From an optimization exercise on the open Yosys and OpenROAD flow, aimed at small area; shortcuts taken in it are not production practice. Function was checked by simulation only, so behaviour that the tests miss may differ from the original. Power is estimated from default activity; no workload was simulated. The flow treats the clock pin as an ideal source, which a real chip does not have.

Setup of north:
==> flow/design.v <==
package mvm_pkg;
  localparam int unsigned K_DEF = 8;
  localparam int unsigned P_DEF = 8;
  localparam int unsigned B_DEF = 20;
  typedef enum logic [1:0] {
    OP_LOAD_MATRIX = 2'd0,
    OP_LOAD_VECTOR = 2'd1,
    OP_RUN         = 2'd2,
    OP_RESERVED    = 2'd3
  } cmd_op_e;
  typedef enum logic [2:0] {
    ST_IDLE      = 3'd0,
    ST_FILL      = 3'd1,
    ST_ARM       = 3'd2,
    ST_BURST     = 3'd3,
    ST_GAP       = 3'd4,
    ST_WAIT_DONE = 3'd5,
    ST_CAPTURE   = 3'd6,
    ST_DRAIN     = 3'd7
  } state_e;
endpackage
module mvm_host_driver_mem #(
  parameter int unsigned W  = 20,
  parameter int unsigned NR = 8,
  parameter int unsigned RC = 8
) (
  input  logic           clk,
  input  logic           do_s,
  input  logic           sel_res,
  input  logic [1:0]     src,
  input  logic [1:0]     sel,
  input  logic [W-1:0]   wr_data,
  input  logic [2*W-1:0] res_in,
  output logic [W-1:0]   tap_a,
  output logic [W-1:0]   tap_b
);
  localparam int unsigned N  = 4 * NR;   
  localparam int unsigned VB = N - RC;   
  logic [N-1:0][W-1:0] a, b;
  logic [W-1:0] d1, d2, d3, ins;
  always_comb begin
    case (src)
      2'd0:    ins = wr_data;
      2'd1:    ins = d1;
      2'd2:    ins = d2;
      default: ins = d3;
    endcase
  end
  always_ff @(posedge clk) begin
    d1 <= wr_data;
    d2 <= d1;
    d3 <= d2;
    for (int unsigned i = 0; i < N; i++) begin
      if (i % 4 != 3) begin
        a[i] <= a[(i + 1) % N];
        b[i] <= b[(i + 1) % N];
      end else begin
        if (sel_res && i == RC - 1) begin
          a[i] <= res_in[W-1:0];
        end else if (do_s) begin
          a[i] <= (i == N - 1) ? b[0] : a[(i + 1) % N];
        end else begin
          a[i] <= a[(i + N - 3) % N];
        end
        if (do_s) begin
          b[i] <= (i == N - 1) ? (sel_res ? res_in[2*W-1:W] : ins) : b[(i + 1) % N];
        end else begin
          b[i] <= b[(i + N - 3) % N];
        end
      end
    end
  end
  assign tap_a = a[sel];
  assign tap_b = b[VB + sel];
endmodule
module mvm_host_driver #(
  parameter int unsigned K          = mvm_pkg::K_DEF,
  parameter int unsigned P          = mvm_pkg::P_DEF,
  parameter int unsigned B          = mvm_pkg::B_DEF,
  parameter int unsigned RES_OFFSET = 2,
  parameter int unsigned TIMEOUT    = 1023
) (
  input  logic             clk,
  input  logic             reset,
  input  logic             cmd_valid,
  output logic             cmd_ready,
  input  logic [1:0]       cmd_op,
  input  logic             in_valid,
  output logic             in_ready,
  input  logic [B-1:0]     in_data,
  output logic             res_valid,
  input  logic             res_ready,
  output logic [2*B-1:0]   res_data,
  output logic             busy,
  output logic             timeout_err,
  output logic             mvm_loadMatrix,
  output logic             mvm_loadVector,
  output logic             mvm_start,
  output logic [B-1:0]     mvm_data,
  input  logic             mvm_done,
  input  logic [2*B-1:0]   mvm_result
);
  localparam int unsigned RW    = 2 * B;
  localparam int unsigned DEPTH = K * P;
  localparam int unsigned NR    = DEPTH / 8;
  localparam int unsigned CMAX  = (TIMEOUT > DEPTH + 1) ? TIMEOUT : DEPTH + 1;
  localparam int unsigned CW    = $clog2(CMAX + 1);
  logic idle_q, fill_q, ldm_q, ldv_q, bm_q, bv_q, gap_q, wait_q, start_q, cap_q, drain_q;
  logic busy_q, err_q;
  logic mat_q;               
  logic [CW-1:0] cnt_q;      
  logic cmd_fire, pop, arm, inc, last_word, clr;
  logic pm, arr, pop_ev, pend_any, do_s;
  logic [1:0] phi_q, o_q, src;
  logic [3:1] pend_q, pend_d;
  logic fill_end, burst_end, gap_end, wait_done, wait_to, cap_end, drain_end;
  logic burst, fill_d, burst_d, gap_d, wait_d, cap_d, drain_d, busy_d;
  logic [B-1:0]  tap_a, tap_b;
  assign cmd_fire  = cmd_valid & idle_q;
  assign pop       = drain_q & res_ready;
  assign arm       = ldm_q | ldv_q;
  assign burst     = bm_q | bv_q;
  assign inc       = ~((fill_q & ~in_valid) | arm | (drain_q & ~res_ready));
  assign last_word = (cnt_q == CW'(mat_q ? DEPTH - 1 : K - 1));
  assign fill_end  = fill_q & in_valid & last_word;
  assign burst_end = burst & last_word;
  assign gap_end   = gap_q & (cnt_q == CW'(1));
  assign wait_done = wait_q & mvm_done;
  assign wait_to   = wait_q & ~mvm_done & (cnt_q == CW'(TIMEOUT - 1));
  assign cap_end   = cap_q & (cnt_q == CW'(RES_OFFSET + K - 2));
  assign drain_end = pop & (cnt_q == CW'(K - 1));
  assign clr       = idle_q | fill_end | burst_end | wait_done | cap_end;
  assign fill_d  = (cmd_fire & (cmd_op == mvm_pkg::OP_LOAD_MATRIX || cmd_op == mvm_pkg::OP_LOAD_VECTOR))
                 | (fill_q & ~fill_end);
  assign burst_d = arm | (burst & ~burst_end);
  assign gap_d   = burst_end | (gap_q & ~gap_end);
  assign wait_d  = (cmd_fire & cmd_op == mvm_pkg::OP_RUN) | (wait_q & ~wait_done & ~wait_to);
  assign cap_d   = wait_done | (cap_q & ~cap_end);
  assign drain_d = cap_end | (drain_q & ~drain_end);
  assign busy_d  = fill_d | fill_end | burst_d | gap_d | wait_d | cap_d | drain_d;
  always_ff @(posedge clk or negedge reset) begin
    if (!reset) begin
      idle_q  <= 1'b0;
      fill_q  <= 1'b0;
      ldm_q   <= 1'b0;
      ldv_q   <= 1'b0;
      bm_q    <= 1'b0;
      bv_q    <= 1'b0;
      gap_q   <= 1'b0;
      wait_q  <= 1'b0;
      start_q <= 1'b0;
      cap_q   <= 1'b0;
      drain_q <= 1'b0;
      busy_q  <= 1'b0;
      err_q   <= 1'b0;
    end else begin
      idle_q  <= ~busy_d;
      fill_q  <= fill_d;
      ldm_q   <= fill_end & mat_q;
      ldv_q   <= fill_end & ~mat_q;
      bm_q    <= ldm_q | (bm_q & ~burst_end);
      bv_q    <= ldv_q | (bv_q & ~burst_end);
      gap_q   <= gap_d;
      wait_q  <= wait_d;
      start_q <= cmd_fire & cmd_op == mvm_pkg::OP_RUN;
      cap_q   <= cap_d;
      drain_q <= drain_d;
      busy_q  <= busy_d;
      err_q   <= cmd_fire ? 1'b0 : (err_q | wait_to);
    end
  end
  assign pm       = fill_q | arm | burst | drain_q;
  assign arr      = fill_q & in_valid;
  assign pop_ev   = burst | pop;
  assign pend_any = arr | (|pend_q);
  assign do_s     = ~pm | ((phi_q == 2'd0) & (fill_q ? pend_any : ((o_q != 2'd0) | pop_ev)));
  assign src      = pend_q[3] ? 2'd3 : pend_q[2] ? 2'd2 : pend_q[1] ? 2'd1 : 2'd0;
  assign pend_d[1] = pm & arr & ~(do_s & (src == 2'd0));
  assign pend_d[2] = pm & pend_q[1] & ~(do_s & (src == 2'd1));
  assign pend_d[3] = pm & pend_q[2] & ~(do_s & (src == 2'd2));
  always_ff @(posedge clk) begin
    cnt_q <= clr ? '0 : cnt_q + CW'(inc);
    if (idle_q) mat_q <= (cmd_op == mvm_pkg::OP_LOAD_MATRIX);
    phi_q  <= (pm & ~do_s) ? phi_q + 2'd1 : 2'd0;
    pend_q <= pend_d;
    o_q    <= ~pm ? 2'd0
            : fill_q ? 2'(pend_d[1]) + 2'(pend_d[2]) + 2'(pend_d[3])
            : o_q - 2'(do_s) + 2'(pop_ev);
  end
  mvm_host_driver_mem #(
    .W  (B),
    .NR (NR),
    .RC (K)
  ) u_buf (
    .clk     (clk),
    .do_s    (do_s),
    .sel_res (wait_q | cap_q),
    .src     (src),
    .sel     (o_q - phi_q),
    .wr_data (in_data),
    .res_in  (mvm_result),
    .tap_a   (tap_a),
    .tap_b   (tap_b)
  );
  assign cmd_ready      = idle_q;
  assign in_ready       = fill_q;
  assign res_valid      = drain_q;
  assign res_data       = {tap_b, tap_a};
  assign busy           = busy_q;
  assign timeout_err    = err_q;
  assign mvm_loadMatrix = ldm_q;
  assign mvm_loadVector = ldv_q;
  assign mvm_start      = start_q;
  assign mvm_data       = (tap_a & {B{bm_q}}) | (tap_b & {B{bv_q}});
endmodule
Settings: LEC_CHECK=0, CAP_MARGIN=20, CORE_MARGIN=2, CORE_UTILIZATION=65, SLEW_MARGIN=20, SYNTH_HIERARCHICAL=1; clock period 5.0 ns.
standard.sh (not shown) runs the stock make flow with config.mk's settings and CLKGATE_MAP_FILE= SYNTH_SCRIPT=/design/flow/synth_recipe.tcl, a recipe that flattens the netlist after the stock synthesis.
==> flow/flow/run.sh <==
#!/bin/bash
# Standard layout, with smaller port buffers and a coarser clock tree without dummy loads.
set -euo pipefail
export BUFFER_PORTS_ARGS="-buffer_cell sky130_fd_sc_hd__buf_1"
export CTS_ARGS="-sink_clustering_enable -repair_clock_nets -sink_clustering_size 30 -sink_clustering_max_diameter 80 -buf_list sky130_fd_sc_hd__clkbuf_16 -dont_use_dummy_load"
bash standard.sh > standard.log 2>&1
Relative to north, the following input files were edited for south:
--- a/flow/design.v
+++ b/flow/design.v
@@ -118,20 +118,24 @@
   logic [B-1:0]  tap_a, tap_b;
   assign cmd_fire  = cmd_valid & idle_q;
   assign pop       = drain_q & res_ready;
   assign arm       = ldm_q | ldv_q;
   assign burst     = bm_q | bv_q;
   assign inc       = ~((fill_q & ~in_valid) | arm | (drain_q & ~res_ready));
-  assign last_word = (cnt_q == CW'(mat_q ? DEPTH - 1 : K - 1));
+  localparam int unsigned KB = $clog2(K);
+  localparam int unsigned DB = $clog2(DEPTH);
+  localparam logic [CW-1:0] TO_LAST = CW'(TIMEOUT - 1);
+  localparam logic [CW-1:0] CAP_LAST = CW'(RES_OFFSET + K - 2);
+  assign last_word = (&cnt_q[KB-1:0]) & (~mat_q | (&cnt_q[DB-1:KB]));
   assign fill_end  = fill_q & in_valid & last_word;
   assign burst_end = burst & last_word;
-  assign gap_end   = gap_q & (cnt_q == CW'(1));
+  assign gap_end   = gap_q & cnt_q[0];
   assign wait_done = wait_q & mvm_done;
-  assign wait_to   = wait_q & ~mvm_done & (cnt_q == CW'(TIMEOUT - 1));
-  assign cap_end   = cap_q & (cnt_q == CW'(RES_OFFSET + K - 2));
-  assign drain_end = pop & (cnt_q == CW'(K - 1));
+  assign wait_to   = wait_q & ~mvm_done & ((cnt_q & TO_LAST) == TO_LAST);
+  assign cap_end   = cap_q & ((cnt_q & CAP_LAST) == CAP_LAST);
+  assign drain_end = pop & (&cnt_q[KB-1:0]);
   assign clr       = idle_q | fill_end | burst_end | wait_done | cap_end;
   assign fill_d  = (cmd_fire & (cmd_op == mvm_pkg::OP_LOAD_MATRIX || cmd_op == mvm_pkg::OP_LOAD_VECTOR))
                  | (fill_q & ~fill_end);
   assign burst_d = arm | (burst & ~burst_end);
   assign gap_d   = burst_end | (gap_q & ~gap_end);
   assign wait_d  = (cmd_fire & cmd_op == mvm_pkg::OP_RUN) | (wait_q & ~wait_done & ~wait_to);
Findings:
- Re power: south is 3.0% up on north.
- Comparing south with north, the adder-cell share of the synthesized area came out essentially unchanged.
- Of south and north, it is south that has the higher initial antenna violation count.
- Of south and north, north shows the lower layout cell share with drive strength beyond 1, with south above it.
- Lower share of total power in the clock network among south and north: south
- Diff north..south | cell count | negligible
- Looking at south and north, the area growth from synthesis to final layout is a wash.
- south ends up with a met2 track utilization from global routing that is 2.5 points lower than in north.
- Sort south and north by global-route usage asc -> top: south

==> static timing again, ports no longer ideal <==
The results above use ideal ports. As a check the final layouts listed here were re-extracted and re-timed, cells and wires unchanged. Step 1, drivers: a clkbuf_16 drives clk and a buf_2 each remaining input, both assumed. Step 2, shift: input delay + t, output delay - t, t = (earliest + latest rising clock arrival at the registers) / 2. This alone moves slack from input paths to output paths. a / b / c = no drivers / after step 1 / after step 2; a / b = the first two.
run | t (ns) | setup WS [ns] | latest minus earliest clock arrival (ns) | cell pins on the clock port's net
north | 0.660 | 0.543 / 0.483 / 1.143 | 0.053 / 0.054 | 1
south | 0.658 | 0.940 / 0.882 / 1.414 | 0.058 / 0.059 | 1
After both steps setup and hold are still met in every run listed.
